From an optimization exercise on the open Yosys and OpenROAD flow, aimed at small area; shortcuts taken in it are not production practice. Where RTL was checked, it was by simulation tests only, not by an equivalence proof against the original. No functional check of the RTL was part of runs 2 and 3.

--- design/flow/run.sh ---
#!/bin/bash
# synth_recipe.tcl (not shown) runs the flow's synth.tcl, then flattens the netlist and writes it again
# the make line also repeats each setting of config.mk as NAME=value (left out here)
make -C /OpenROAD-flow-scripts/flow DESIGN_CONFIG=/design/flow/config.mk WORK_HOME=/design/flow/orfs CLKGATE_MAP_FILE= SYNTH_SCRIPT=/design/flow/synth_recipe.tcl finish
--- design/flow/config.mk ---
export PLATFORM = sky130hd
export DESIGN_NAME = checksum_packet_sync_top
export DESIGN_NICKNAME = checksum_packet_sync_top
export VERILOG_FILES = /design/flow/design.v
export SDC_FILE = /design/flow/constraint.sdc
export NUM_CORES = 4
export LEC_CHECK = 0
export CAP_MARGIN = 20
export CORE_MARGIN = 2
export CORE_UTILIZATION = 40
export SLEW_MARGIN = 20
--- design/flow/constraint.sdc ---
create_clock -name core_clock -period 6.0 [get_ports {clk_i}]
set_input_delay 1.2000 -clock core_clock [delete_from_list [all_inputs] [get_ports {clk_i}]]
set_output_delay 1.2000 -clock core_clock [all_outputs]
set_load 0.01 [all_outputs]
--- design/flow/design.v ---
`default_nettype none
package cps_pkg;
  localparam int unsigned BYTE_W    = 8;
  localparam int unsigned WORD_W    = 32;
  localparam int unsigned OUT_WORDS = 5;
  typedef struct packed {
    logic [WORD_W-1:0] run;
    logic [WORD_W-1:0] tot;
  } sums_t;
endpackage
`default_nettype wire
`default_nettype none
module checksum_packet_sync_top #(
  parameter int unsigned WORDS_PER_PACKET = 6
) (
  input  wire logic                        clk_i,
  input  wire logic                        rst_ni,
  input  wire logic                        in_valid_i,
  output logic                             in_stall_o,
  input  wire logic [cps_pkg::BYTE_W-1:0]  in_byte_i,
  output logic                             out_valid_o,
  input  wire logic                        out_stall_i,
  output logic [cps_pkg::WORD_W-1:0]       word_0_o,
  output logic [cps_pkg::WORD_W-1:0]       word_1_o,
  output logic [cps_pkg::WORD_W-1:0]       word_2_o,
  output logic [cps_pkg::WORD_W-1:0]       word_3_o,
  output logic [cps_pkg::WORD_W-1:0]       word_4_o
);
  localparam int unsigned KEEP = 23;
  logic [KEEP-1:0][7:0] win_q;
  logic                 out_valid_q;
  logic [4:0]           fill_q;       
  logic [3:0]           cc1_q, cc2_q, cc3_q;
  logic                 ok1_q, ok2_q, ok3_q;
  logic                 in_xfer;
  logic [11:0]          p3;           
  logic [11:0]          t;            
  logic [11:0]          u1, u2, u3;
  logic [7:0]           want;
  logic                 full, hit;
  assign in_stall_o  = out_valid_q & out_stall_i;
  assign in_xfer     = in_valid_i & ~in_stall_o;
  assign out_valid_o = out_valid_q;
  always_comb begin
    p3 = {2'b0, win_q[3], 2'b0} + {4'b0, win_q[3]}
       + {2'b0, win_q[7], 2'b0}
       + {3'b0, win_q[11], 1'b0} + {4'b0, win_q[11]}
       + {3'b0, win_q[15], 1'b0}
       + {4'b0, win_q[19]};
    t    = p3 + {4'b0, ~in_byte_i};
    u1   = t + 12'd1;
    u2   = t + {8'b0, cc1_q};
    u3   = t + {8'b0, cc2_q};
    want = p3[7:0] + {4'b0, cc3_q} - 8'd1;
    full = (fill_q == 5'd23);
    hit  = full && ok3_q && (in_byte_i == want);
  end
  always_ff @(posedge clk_i or negedge rst_ni) begin
    if (!rst_ni) begin
      out_valid_q <= 1'b0;
      fill_q      <= '0;
    end else begin
      out_valid_q <= (in_xfer && hit) || in_stall_o;
      if (in_xfer) begin
        if (hit)       fill_q <= '0;
        else if (!full) fill_q <= fill_q + 5'd1;
      end
    end
  end
  always_ff @(posedge clk_i) begin
    if (in_xfer) begin
      cc1_q <= u1[11:8];
      ok1_q <= (u1[7:0] == 8'd0);
      cc2_q <= u2[11:8];
      ok2_q <= ok1_q && (u2[7:0] == 8'd0);
      cc3_q <= u3[11:8];
      ok3_q <= ok2_q && (u3[7:0] == 8'd0);
    end
    if (in_xfer && !hit) begin
      win_q <= {in_byte_i, win_q[KEEP-1:1]};
    end
  end
  assign word_0_o = {win_q[3],  win_q[2],  win_q[1],  win_q[0]};
  assign word_1_o = {win_q[7],  win_q[6],  win_q[5],  win_q[4]};
  assign word_2_o = {win_q[11], win_q[10], win_q[9],  win_q[8]};
  assign word_3_o = {win_q[15], win_q[14], win_q[13], win_q[12]};
  assign word_4_o = {win_q[19], win_q[18], win_q[17], win_q[16]};
endmodule
`default_nettype wire
==> run_results.csv, run 1 <==
group,metric,value,unit
yosys,synth_most_common_cell,"sky130_fd_sc_hd__edfxtp_1",
critical_path,cp_bufs_invs,2,
clocking,clock_tree_from_tritoncts,"built",
layout,synthToLayoutAreaGrowth,20.44,%
drt,drt_iter0_drc,507,
layout,finalNetCount,913,
yosys,yosys-top-cells-count,"sky130_fd_sc_hd__edfxtp_1 (199), sky130_fd_sc_hd__buf_4 (160), sky130_fd_sc_hd__inv_1 (97)",
critical_path,critical_path.endpoint_type,"register",
sta,finalHoldViolCount,0,
clocking,clock_tree.root_cell,"sky130_fd_sc_hd__clkbuf_16",
yosys,synth_async_sr_flop_share,2.927,%
clocking,clock_sinks,205,
yosys,netlist_top_cells_area,"sky130_fd_sc_hd__edfxtp_1 (57%), sky130_fd_sc_hd__buf_4 (11%), sky130_fd_sc_hd__fa_1 (8.0%)",
floorplan,top_level_ports,174,
sta,final_period_util,95.63,%
global_route,via_count_of_the_first_global_routing_pass,5488,
clocking,cts_htree_levels,1,
drt,antenna_left,0,
yosys,synth.lib_cells_used.distinct,61,
yosys,synth_enable_flop_cells,199,
yosys,synthesis.instances,751,
yosys,yosys_warnings,1,
global_route,grt_max_degree,65,
place,gp_routability_congestion,0.8376,
clocking,cts_buffer_depth,3,
drt,routed_wirelength,19600,um
place,dp_hpwl,14520,um
yosys,synthesis.area,0.01051,mm^2
floorplan,die-width,166.1,um
critical_path,critical_path.top_delay_family,"adder cells",
floorplan,floorplan.rows,59,
run_status,outcome,"timing/DRC/antenna clean",
sta,finalSetupViolCount,0,
yosys,synth-seq-cells,205,
yosys,synth_top_area_share,56.88,%
floorplan,total_die_area,0.02757,mm^2
yosys,main_synth_ff_type,"sky130_fd_sc_hd__edfxtp_1",
clocking,clock_insertion_delay_worst_skew,510,ps
floorplan,initial_core_utilization,40.54,%
sta,timing_worst_slew_pin_value,771.3,ps
floorplan,total_core_area,0.02591,mm^2
place,postPlaceCellArea,0.01170,mm^2
sta,worst_hold_slack,410.6,ps
global_route,grt_antenna_before_repair,0,
yosys,synth.avg_cell_area,13.99,um^2
clocking,numCtsBuffers,23,
critical_path,critical_path_required,6250,ps
critical_path,timing_worst_setup_path_type,"register to register",
global_route,grt_pass1_wl,30340,um
run,timing.max_cap.violations,0,
critical_path,worstSetupStartpointType,"register",
critical_path,worstPathMaxFanout,5,
place,place.port_buffers,173,
sta,max_freq,174.3,MHz
yosys,yosys.area.top_type,"sky130_fd_sc_hd__edfxtp_1",
sta,slew_violations,0,
global_route,grt_overflow,0,
drt,viasPerCell,4.691,
critical_path,cp_cell_sequence,"buf_4, fa_1, fa_1, fa_1, fa_1, ha_4, fa_2, a21o_1, a21oi_2, xnor2_2, ha_4, a21boi_4, o32ai_2, buf_4, nand2b_2, nor3_2, xnor3_2, xor2_1",
yosys,syn-num-nets,847,
layout,finalCoreUtilization,48.83,%
layout,final-instance-count-excl-fill,1166,
yosys,synth_sequential_area_ratio,58.31,%
worst_hold_path,hp-class,"register to register",
critical_path,critical_path.most_common_cell,"sky130_fd_sc_hd__fa_1",
sta,skew,15.37,ps
global_route,grtUsageTotal,13.91,%
layout,num_antenna_cells,0,
drt,first_drt_pass_iteration_count,4,
drt,wl_per_cell,16.81,um
critical_path,arrival,5990,ps
clocking,worst_setup_hold_path_clk_slew,60,ps
critical_path,crit_path_top_delay_cell,"sky130_fd_sc_hd__fa_1",
sta,crit_path_time_final,5738,ps
floorplan,die_height,166.1,um
sta,timing.slew.headroom,48.52,%
layout,finish.instance_area,0.01265,mm^2
drt,routed-via-count,5470,
layout,layout_cells_sized_above_1,13.00,%
drt,remaining_drc_errors,0,
critical_path,slowest_delay,550,ps
place,dp_cells,1114,
cell type report:
type,instances,area (um^2)
Multi-Input combinational cell,288,3054
Tap cell,335,419.2
Sequential cell,205,6126
Clock inverter,10,103.9
Timing Repair Buffer,202,1987
Fill cell,2238,13260
Inverter,97,364.1
Clock buffer,29,598.1
per-stage QoR:
step,setup TNS [ps],setup slack [ps]
after global routing,-2.482,-2.343
after global placement,0,191.0
final,0,262.4
after CTS,0,15.45
after floorplan,-248420,-1350
after detailed placement,0,20.94
sequential cells by signal (all words and copies together) (netlist names):
| signal | flops |
|---|---|
| cc1_q | 4 |
| out_valid_q | 1 |
| cc3_q | 4 |
| cc2_q | 4 |
| fill_q | 5 |
| ok3_q | 1 |
| ok1_q | 1 |
| ok2_q | 1 |
| win_q | 184 |
final timing paths:
kind | depth (start not counted) | slack [ps] | from | to
setup / recovery | 18 | 260 | win_q[91] | cc3_q[3]
hold / removal | 0 | 410 | win_q[175] | win_q[167]
setup reg to reg | 18 | 260 | win_q[91] | cc3_q[3]
hold reg to reg | 0 | 410 | win_q[175] | win_q[167]
max in group asynchronous | 1 | 4840 | rst_ni | fill_q[2]
min in group asynchronous | 1 | 940 | rst_ni | fill_q[0]
cells by family after synthesis:
family	after synthesis	synth area share [%]
buf+inv	258	14.95
flops	205	58.31
simple gates	90	4.764
fa+ha+maj	84	13.01
compound gates	70	4.943
xor+xnor	42	3.835
mux	2	0.1906
cells in the final DEF, fill, tap and decap left out, types with 5 or more instances in the layout:
cell type and instances:
sky130_fd_sc_hd__ha_4 7, sky130_fd_sc_hd__inv_2 7, sky130_fd_sc_hd__xor2_1 9, sky130_fd_sc_hd__nand2_1 15
sky130_fd_sc_hd__a21o_1 17, sky130_fd_sc_hd__ha_1 34, sky130_fd_sc_hd__nand3_1 5, sky130_fd_sc_hd__nor3_1 7
sky130_fd_sc_hd__buf_4 26, sky130_fd_sc_hd__nand4_1 7, sky130_fd_sc_hd__dfrtp_1 6, sky130_fd_sc_hd__nand2b_1 5
sky130_fd_sc_hd__edfxtp_1 199, sky130_fd_sc_hd__inv_1 90, sky130_fd_sc_hd__clkdlybuf4s50_1 173, sky130_fd_sc_hd__xnor2_1 26
sky130_fd_sc_hd__a21oi_1 14, sky130_fd_sc_hd__clkbuf_1 6, sky130_fd_sc_hd__clkbuf_16 23, sky130_fd_sc_hd__nor2_1 12
sky130_fd_sc_hd__fa_1 39
per-layer routing:
metal,GRT usage [%],up-vias,share of wire (%),wire [um]
met5,0,-,0,0
met4,3.214,0,1.6,315
met3,2.955,22,6.6,1286
met2,21.58,163,45,8812
met1,20.20,2714,47,9184
li1,-,2571,-,-
what timing repair did:
| action | 4_1_cts | 5_1_grt |
|---|---|---|
| resized for setup | 0 | 27 |
| setup endpoints to repair | 0 | 14 |
| hold buffers | 0 | 0 |
| setup buffers | 0 | 13 |
==> run 2, diff against run 1 <==
--- a/design/flow/design.v
+++ b/design/flow/design.v
@@ -30,13 +30,12 @@
   logic [KEEP-1:0][7:0] win_q;
   logic                 out_valid_q;
   logic [4:0]           fill_q;       
-  logic [3:0]           cc1_q, cc2_q, cc3_q;
+  logic [3:0]           k1_q, k2_q, k3_q;
   logic                 ok1_q, ok2_q, ok3_q;
   logic                 in_xfer;
   logic [11:0]          p3;           
-  logic [11:0]          t;            
-  logic [11:0]          u1, u2, u3;
-  logic [7:0]           want;
+  logic [11:0]          s2, s3;
+  logic [7:0]           s4;
   logic                 full, hit;
   assign in_stall_o  = out_valid_q & out_stall_i;
   assign in_xfer     = in_valid_i & ~in_stall_o;
@@ -47,13 +46,11 @@
        + {3'b0, win_q[11], 1'b0} + {4'b0, win_q[11]}
        + {3'b0, win_q[15], 1'b0}
        + {4'b0, win_q[19]};
-    t    = p3 + {4'b0, ~in_byte_i};
-    u1   = t + 12'd1;
-    u2   = t + {8'b0, cc1_q};
-    u3   = t + {8'b0, cc2_q};
-    want = p3[7:0] + {4'b0, cc3_q} - 8'd1;
+    s2   = p3 + {8'b0, k1_q};
+    s3   = p3 + {8'b0, k2_q};
+    s4   = p3[7:0] + {4'b0, k3_q};
     full = (fill_q == 5'd23);
-    hit  = full && ok3_q && (in_byte_i == want);
+    hit  = full && ok3_q && (s4 == in_byte_i);
   end
   always_ff @(posedge clk_i or negedge rst_ni) begin
     if (!rst_ni) begin
@@ -62,19 +59,19 @@
     end else begin
       out_valid_q <= (in_xfer && hit) || in_stall_o;
       if (in_xfer) begin
-        if (hit)       fill_q <= '0;
+        if (hit)        fill_q <= '0;
         else if (!full) fill_q <= fill_q + 5'd1;
       end
     end
   end
   always_ff @(posedge clk_i) begin
     if (in_xfer) begin
-      cc1_q <= u1[11:8];
-      ok1_q <= (u1[7:0] == 8'd0);
-      cc2_q <= u2[11:8];
-      ok2_q <= ok1_q && (u2[7:0] == 8'd0);
-      cc3_q <= u3[11:8];
-      ok3_q <= ok2_q && (u3[7:0] == 8'd0);
+      k1_q  <= p3[11:8];
+      ok1_q <= (p3[7:0] == in_byte_i);
+      k2_q  <= s2[11:8];
+      ok2_q <= ok1_q && (s2[7:0] == in_byte_i);
+      k3_q  <= s3[11:8];
+      ok3_q <= ok2_q && (s3[7:0] == in_byte_i);
     end
     if (in_xfer && !hit) begin
       win_q <= {in_byte_i, win_q[KEEP-1:1]};
--- a/design/flow/config.mk
+++ b/design/flow/config.mk
@@ -5,7 +5,9 @@
 export SDC_FILE = /design/flow/constraint.sdc
 export NUM_CORES = 4
 export LEC_CHECK = 0
+export ABC_AREA = 0
 export CAP_MARGIN = 20
 export CORE_MARGIN = 2
-export CORE_UTILIZATION = 40
+export CORE_UTILIZATION = 55
+export CTS_BUF_LIST = sky130_fd_sc_hd__clkbuf_8
 export SLEW_MARGIN = 20
==> run 2 against run 1 <==
Flip-flop and latch count did not move. Largest cell class unchanged. Critical path depth did not move. Critical path type unchanged. Non-clock buffer count fell by 23. Utilization rose by 16 points. Still clean on timing, DRC and antenna. Clock skew fell by 2.4 ps.
==> run_results.csv, run 2 <==
group,metric,value,unit
layout,largest_reg_flops,184,
yosys,synthesis.instances,680,
sta,finalSetupViolCount,0,
layout,num_antenna_cells,0,
sta,slew_violations,0,
drt,remaining_drc_errors,0,
layout,final-instance-count-excl-fill,988,
sta,setup_slack,525.7,ps
layout,finalNetCount,815,
clocking,cts_htree_levels,2,
yosys,syn-num-nets,761,
sta,max_freq,182.7,MHz
layout,layout_cells_sized_above_1,10.41,%
run,timing.max_cap.violations,0,
yosys,synth.lib_cells_used.distinct,56,
yosys,synth-seq-cells,205,
clocking,cts_repair_resize_count,0,
critical_path,critical_path.top_delay_family,"adder cells",
floorplan,top_level_ports,174,
yosys,synth_async_sr_flop_share,2.927,%
layout,synthToLayoutAreaGrowth,15.94,%
yosys,yosys.area.top_type,"sky130_fd_sc_hd__edfxtp_1",
layout,largest-register,"win_q",
floorplan,floorplan.rows,49,
critical_path,timing_worst_setup_path_type,"register to register",
layout,final_common_cell,"sky130_fd_sc_hd__edfxtp_1",
yosys,netlist_top_cells_area,"sky130_fd_sc_hd__edfxtp_1 (59%), sky130_fd_sc_hd__buf_4 (12%), sky130_fd_sc_hd__fa_1 (8.1%)",
sta,final_period_util,91.24,%
yosys,synthesis.area,0.01008,mm^2
yosys,yosys-top-cells-count,"sky130_fd_sc_hd__edfxtp_1 (199), sky130_fd_sc_hd__buf_4 (161), sky130_fd_sc_hd__inv_1 (64)",
critical_path,cp_bufs_invs,6,
place,gp_routability_congestion,0.8239,
sta,skew,12.93,ps
critical_path,critical_path.endpoint_type,"register",
critical_path,crit_start,"win_q[27]",
critical_path,cp_cell_sequence,"inv_1, fa_1, inv_1, fa_1, fa_1, inv_1, fa_1, inv_1, ha_2, fa_2, and3_1, a221o_1, xor2_1, o2111ai_2, nor2_2, a21oi_4, buf_12, buf_4",
sta,timing.slew.headroom,51.94,%
layout,filler_instances,1313,
floorplan,die-width,139.4,um
critical_path,worstReg2RegStart,"win_q[27]",
layout,commonest_non_fill_non_tap_cells_in_the_layout,"sky130_fd_sc_hd__edfxtp_1 (199), sky130_fd_sc_hd__clkdlybuf4s50_1 (173), sky130_fd_sc_hd__inv_1 (74), sky130_fd_sc_hd__fa_1 (38), sky130_fd_sc_hd__clkbuf_8 (36)",
clocking,cts_post_setup_buffers_inserted,0,
sta,setup_repair_after_global_routing_missed_its_margin,"no",
sta,finalHoldViolCount,0,
layout,finalCoreUtilization,65.04,%
clocking,numCtsBuffers,35,
yosys,synth_sequential_area_ratio,60.79,%
clocking,clock_insertion_delay_worst_skew,500,ps
sta,crit_path_time_final,5474,ps
worst_hold_path,hp-class,"register to register",
sta,timing_worst_slew_pin_value,720.2,ps
drt,routed-via-count,5030,
global_route,grt_pass1_wl,28390,um
critical_path,crit_path_top_delay_cell,"sky130_fd_sc_hd__fa_2",
clocking,postCtsHoldBufs,0,
global_route,grt_overflow,0,
yosys,yosys_warnings,1,
worst_hold_path,hold_path.startpoint,"win_q[178]",
clocking,clock_tree.root_cell,"sky130_fd_sc_hd__clkbuf_8",
clocking,clock_tree_from_tritoncts,"built",
yosys,synth_most_common_cell,"sky130_fd_sc_hd__edfxtp_1",
floorplan,die_height,139.4,um
critical_path,slowest_delay,590,ps
place,place.port_buffers,173,
drt,wl_per_cell,18.11,um
critical_path,arrival,5640,ps
floorplan,total_core_area,0.01796,mm^2
drt,antenna_left,0,
sta,worst_hold_slack,412.7,ps
global_route,grt_antenna_before_repair,0,
floorplan,total_die_area,0.01942,mm^2
floorplan,initial_core_utilization,56.10,%
yosys,main_synth_ff_type,"sky130_fd_sc_hd__edfxtp_1",
critical_path,critical_path_required,6170,ps
drt,first_drt_pass_iteration_count,5,
critical_path,worstSetupStartpointType,"register",
yosys,synth_top_area_share,59.30,%
global_route,grt_max_degree,45,
clocking,cts_buffer_depth,3,
yosys,synth.avg_cell_area,14.82,um^2
place,dp_hpwl,13120,um
critical_path,worstPathMaxFanout,40,
yosys,synth_enable_flop_cells,199,
drt,routed_wirelength,17900,um
run_status,outcome,"timing/DRC/antenna clean",
global_route,grtUsageTotal,18.63,%
global_route,via_count_of_the_first_global_routing_pass,5127,
layout,layout_top_registers,"win_q (184), fill_q (5)",
clocking,worst_setup_hold_path_clk_slew,60,ps
drt,drt_iter0_drc,254,
place,dp_slack,552.8,ps
place,dp_cells,926,
drt,viasPerCell,5.091,
clocking,clock_sinks,205,
## run 2: final timing paths
path / to / slack (ps) / cells past startpoint
worst max-delay path: win_q[139] / 530 / 18
min in group asynchronous: fill_q[2] / 950 / 1
worst min register to register: win_q[170] / 410 / 0
worst max register to register: win_q[139] / 530 / 18
max in group asynchronous: fill_q[0] / 4840 / 1
worst min-delay path: win_q[170] / 410 / 0
## run 2: cell type report
cell class | instances | area [um^2] | share of cell area (%)
repair buffers | 179 | 1827 | 15.64
clock buffers | 36 | 495.5 | 4.241
flip-flops and latches | 205 | 6126 | 52.43
multi-input cells | 249 | 2527 | 21.63
well taps | 229 | 286.5 | 2.452
clock inverters | 26 | 181.4 | 1.553
inverters | 64 | 240.2 | 2.056
## run 2: stage by stage
step                      instance area, um^2  TNS, ps
after floorplan                         10110  -299250
after global placement                  11010        0
after detailed placement                11010        0
after CTS                               11680        0
after global routing                    11680        0
final                                   11680        0
## run 2: logic make-up after synthesis
family          count (synthesis)  share of synthesized area (%)
xor+xnor                       43                          4.358
fa+ha+maj                      69                          11.62
compound gates                 53                          3.725
buf+inv                       226                          14.43
flops                         205                          60.79
simple gates                   84                          5.078
## run 2: layer usage
metal	global-route usage (%)	routed length, um
met3	4.783	1262
met5	0	0
met1	27.03	7947
met2	28.41	8372
met4	5.051	312
==> run 3, diff against run 2 <==
==> design/flow/config.mk (replaced) <==
export PLATFORM = sky130hd
export DESIGN_NAME = checksum_packet_sync_top
export DESIGN_NICKNAME = checksum_packet_sync_top
export VERILOG_FILES = /design/flow/design.v
export SDC_FILE = /design/flow/constraint.sdc
export NUM_CORES = 4
export LEC_CHECK = 0
export ABC_AREA = 1
export CAP_MARGIN = 20
export CORE_MARGIN = 2
export CORE_UTILIZATION = 70
export CTS_BUF_LIST = sky130_fd_sc_hd__clkbuf_4 sky130_fd_sc_hd__clkbuf_2
export SLEW_MARGIN = 20
==> run 3 against run 2 <==
Still clean on timing, DRC and antenna. Worst setup slack better by 75 ps. Flip-flop and latch count stayed put.
==> run_results.csv, run 3 <==
group,metric,value,unit
run_status,outcome,"timing/DRC/antenna clean",
yosys,synth_most_common_cell,"sky130_fd_sc_hd__edfxtp_1",
yosys,main_synth_ff_type,"sky130_fd_sc_hd__edfxtp_1",
global_route,grt_overflow,0,
critical_path,slowest_delay,520,ps
clocking,cts_buffer_depth,3,
drt,routed_wirelength,18510,um
run,timing.max_cap.violations,0,
critical_path,worstPathMaxFanout,93,
critical_path,worstReg2RegStart,"win_q[27]",
global_route,grt_pass1_wl,27670,um
floorplan,die-width,123.9,um
clocking,clock_sinks,205,
layout,synthToLayoutAreaGrowth,14.59,%
sta,timing_worst_slew_pin_value,500.4,ps
critical_path,critical_path.most_common_cell,"sky130_fd_sc_hd__inv_1",
critical_path,critical_path.endpoint_type,"register",
sta,slew_violations,0,
yosys,synth-seq-cells,205,
drt,drt_iter0_drc,344,
drt,routed-via-count,5426,
floorplan,top_level_ports,174,
sta,max_freq,185.2,MHz
floorplan,total_core_area,0.01399,mm^2
global_route,grt_max_degree,94,
sta,skew,43.01,ps
layout,finish.instance_area,0.01154,mm^2
floorplan,initial_core_utilization,71.97,%
place,dp_slack,774.5,ps
sta,setup_repair_after_global_routing_missed_its_margin,"no",
clocking,numCtsBuffers,50,
yosys,syn-num-nets,843,
yosys,synth_sequential_area_ratio,60.85,%
place,dp_hpwl,13120,um
clocking,postCtsHoldBufs,0,
global_route,grt_antenna_before_repair,1,
critical_path,crit_start,"win_q[27]",
sta,finalHoldViolCount,0,
floorplan,floorplan.rows,43,
clocking,worst_setup_hold_path_clk_slew,80,ps
drt,first_drt_pass_iteration_count,5,
clocking,cts_repair_resize_count,0,
layout,finalNetCount,909,
sta,worst_hold_slack,411.1,ps
drt,antenna_left,0,
place,gp_routability_congestion,0.8512,
yosys,synth.lib_cells_used.distinct,31,
layout,layout_top_registers,"win_q (184), fill_q (5)",
critical_path,cp_bufs_invs,7,
yosys,yosys-top-cells-count,"sky130_fd_sc_hd__edfxtp_1 (199), sky130_fd_sc_hd__buf_4 (160), sky130_fd_sc_hd__inv_1 (105)",
drt,viasPerCell,5.187,
yosys,yosys_warnings,1,
layout,largest_reg_flops,184,
layout,layout_cells_sized_above_1,12.02,%
drt,remaining_drc_errors,0,
yosys,synth.avg_cell_area,13.21,um^2
sta,final_period_util,89.99,%
floorplan,total_die_area,0.01536,mm^2
critical_path,critical_path_required,6280,ps
worst_hold_path,hp-class,"register to register",
clocking,clock_tree_from_tritoncts,"built",
sta,finalSetupViolCount,0,
global_route,via_count_of_the_first_global_routing_pass,5411,
yosys,synth_top_area_share,59.36,%
sta,crit_path_time_final,5399,ps
yosys,synth_enable_flop_cells,199,
clocking,cts_post_setup_buffers_inserted,0,
worst_hold_path,hold_path.startpoint,"win_q[181]",
yosys,synthesis.area,0.01007,mm^2
critical_path,timing_worst_setup_path_type,"register to register",
layout,commonest_non_fill_non_tap_cells_in_the_layout,"sky130_fd_sc_hd__edfxtp_1 (199), sky130_fd_sc_hd__clkdlybuf4s50_1 (173), sky130_fd_sc_hd__inv_1 (102), sky130_fd_sc_hd__nand2_1 (93), sky130_fd_sc_hd__clkbuf_4 (76)",
clocking,cts_htree_levels,2,
drt,wl_per_cell,17.70,um
critical_path,critical_path.top_delay_family,"adder cells",
critical_path,worstSetupStartpointType,"register",
clocking,clock_tree.root_cell,"sky130_fd_sc_hd__clkbuf_4",
yosys,synth_async_sr_flop_share,2.927,%
floorplan,die_height,123.9,um
clocking,clock_insertion_delay_worst_skew,670,ps
critical_path,arrival,5680,ps
layout,largest-register,"win_q",
sta,setup_slack,600.8,ps
place,postPlaceCellArea,0.01088,mm^2
critical_path,regToRegSetupSlack,600,ps
yosys,synthesis.instances,762,
critical_path,cp_cell_sequence,"inv_1, fa_1, inv_1, fa_1, fa_1, inv_1, fa_1, inv_1, ha_2, fa_1, nand2_1, nand2_2, inv_1, nand2_1, a21oi_1, inv_1, nand3_1, nand2_1, nand2_1, nor2_4, nor2_4, buf_12",
global_route,grtUsageTotal,24.45,%
critical_path,crit_path_top_delay_cell,"sky130_fd_sc_hd__fa_1",
layout,final_common_cell,"sky130_fd_sc_hd__edfxtp_1",
yosys,yosys.area.top_type,"sky130_fd_sc_hd__edfxtp_1",
place,place.port_buffers,173,
yosys,netlist_top_cells_area,"sky130_fd_sc_hd__edfxtp_1 (59%), sky130_fd_sc_hd__buf_4 (12%), sky130_fd_sc_hd__fa_1 (8.2%)",
sta,timing.slew.headroom,66.64,%
[run 3: changes by cell type after synthesis, sizes merged, moves of 8 or more]
| cell | delta |
|---|---|
| nand2 | +87 |
| inv | +41 |
| nand3 | +26 |
| xnor2 | -19 |
| o21ai | -12 |
| xor2 | +11 |
| and3 | -8 |
[run 3: cell families after synthesis]
logic type	Yosys count	synth area share, %
AO/OA/AOI/OAI	21	1.342
XOR/XNOR	33	3.020
adder cells (fa/ha/maj)	69	11.63
buffers and inverters	268	15.97
flip-flops	205	60.85
AND/OR/NAND/NOR	166	7.184
[run 3: routing by layer]
| metal | wire [um] | vias up | part of all wire, % | GRT usage, % |
|---|---|---|---|---|
| met4 | 316 | 0 | 1.7 | 9.129 |
| met1 | 7416 | 2659 | 40 | 31.29 |
| met5 | 0 | - | 0 | 0 |
| met2 | 9308 | 222 | 50 | 40.76 |
| met3 | 1470 | 24 | 7.9 | 6.273 |
| li1 | - | 2521 | - | - |
[run 3: per-stage QoR]
stage               std cells  util (%)  setup TNS [ps]
floorplan                 762         -         -184720
global placement          956     77.79               0
detailed placement        956     77.79               0
CTS                      1045     82.45               0
global route             1046     82.47               0
finish                   1046     82.47               0
[run 3: path summary, 6_finish.rpt]
path                              end  cells after the start
setup / recovery           win_q[178]                     22
hold / removal             win_q[173]                      0
setup reg to reg           win_q[178]                     22
hold reg to reg            win_q[173]                      0
max in group asynchronous   fill_q[1]                      1
min in group asynchronous   fill_q[2]                      1
[run 3: cell type report]
type | count | area (um^2)
diodes | 1 | 2.502
clock buffers | 76 | 570.5
clock inverters | 13 | 81.33
fillers | 780 | 2452
inverters | 106 | 397.9
multi-input cells | 289 | 2354
flip-flops and latches | 205 | 6126
well taps | 180 | 225.2
repair buffers | 176 | 1779
[run 3: worst reg2reg max path: stages, from the launching register on]
cell and delay (ps):
sky130_fd_sc_hd__edfxtp_1 430, sky130_fd_sc_hd__inv_1 190, sky130_fd_sc_hd__fa_1 460, sky130_fd_sc_hd__inv_1 100, sky130_fd_sc_hd__fa_1 430, sky130_fd_sc_hd__fa_1 520
sky130_fd_sc_hd__inv_1 70, sky130_fd_sc_hd__fa_1 490, sky130_fd_sc_hd__inv_1 50, sky130_fd_sc_hd__ha_2 180, sky130_fd_sc_hd__fa_1 430, sky130_fd_sc_hd__nand2_1 100
sky130_fd_sc_hd__nand2_2 90, sky130_fd_sc_hd__inv_1 110, sky130_fd_sc_hd__nand2_1 100, sky130_fd_sc_hd__a21oi_1 200, sky130_fd_sc_hd__inv_1 60, sky130_fd_sc_hd__nand3_1 70
sky130_fd_sc_hd__nand2_1 80, sky130_fd_sc_hd__nand2_1 130, sky130_fd_sc_hd__nor2_4 80, sky130_fd_sc_hd__nor2_4 160, sky130_fd_sc_hd__buf_12 390

separate check: timing with driven ports:
In the flow no input, the clock included, has a driving cell. The finished layouts below were timed again as built, in two steps.
Step 1: set_driving_cell puts a clkbuf_16 on clk_i and a buf_2 on each other input, an assumption about the parent block.
Step 2 moves the port delays by t, midway between the first and last clock arrival at a register: inputs arrive t later, outputs are due t later. That takes back most of the time a late clock gives input paths.
Slacks: ideal ports / drivers / drivers and shift; pairs: ideal ports / drivers.
| run | t (ns) | setup slack, ns | worst setup path after step 2 | worst slew at a driven data input, ns |
|---|---|---|---|---|
| run 1 | 0.546 | 0.262 / 0.262 / 0.262 | register to register | 0.03 |
| run 2 | 0.529 | 0.526 / 0.526 / 0.526 | register to register | 0.03 |
| run 3 | 0.684 | 0.601 / 0.601 / 0.601 | register to register | 0.04 |
After both steps every run listed still meets setup and hold.
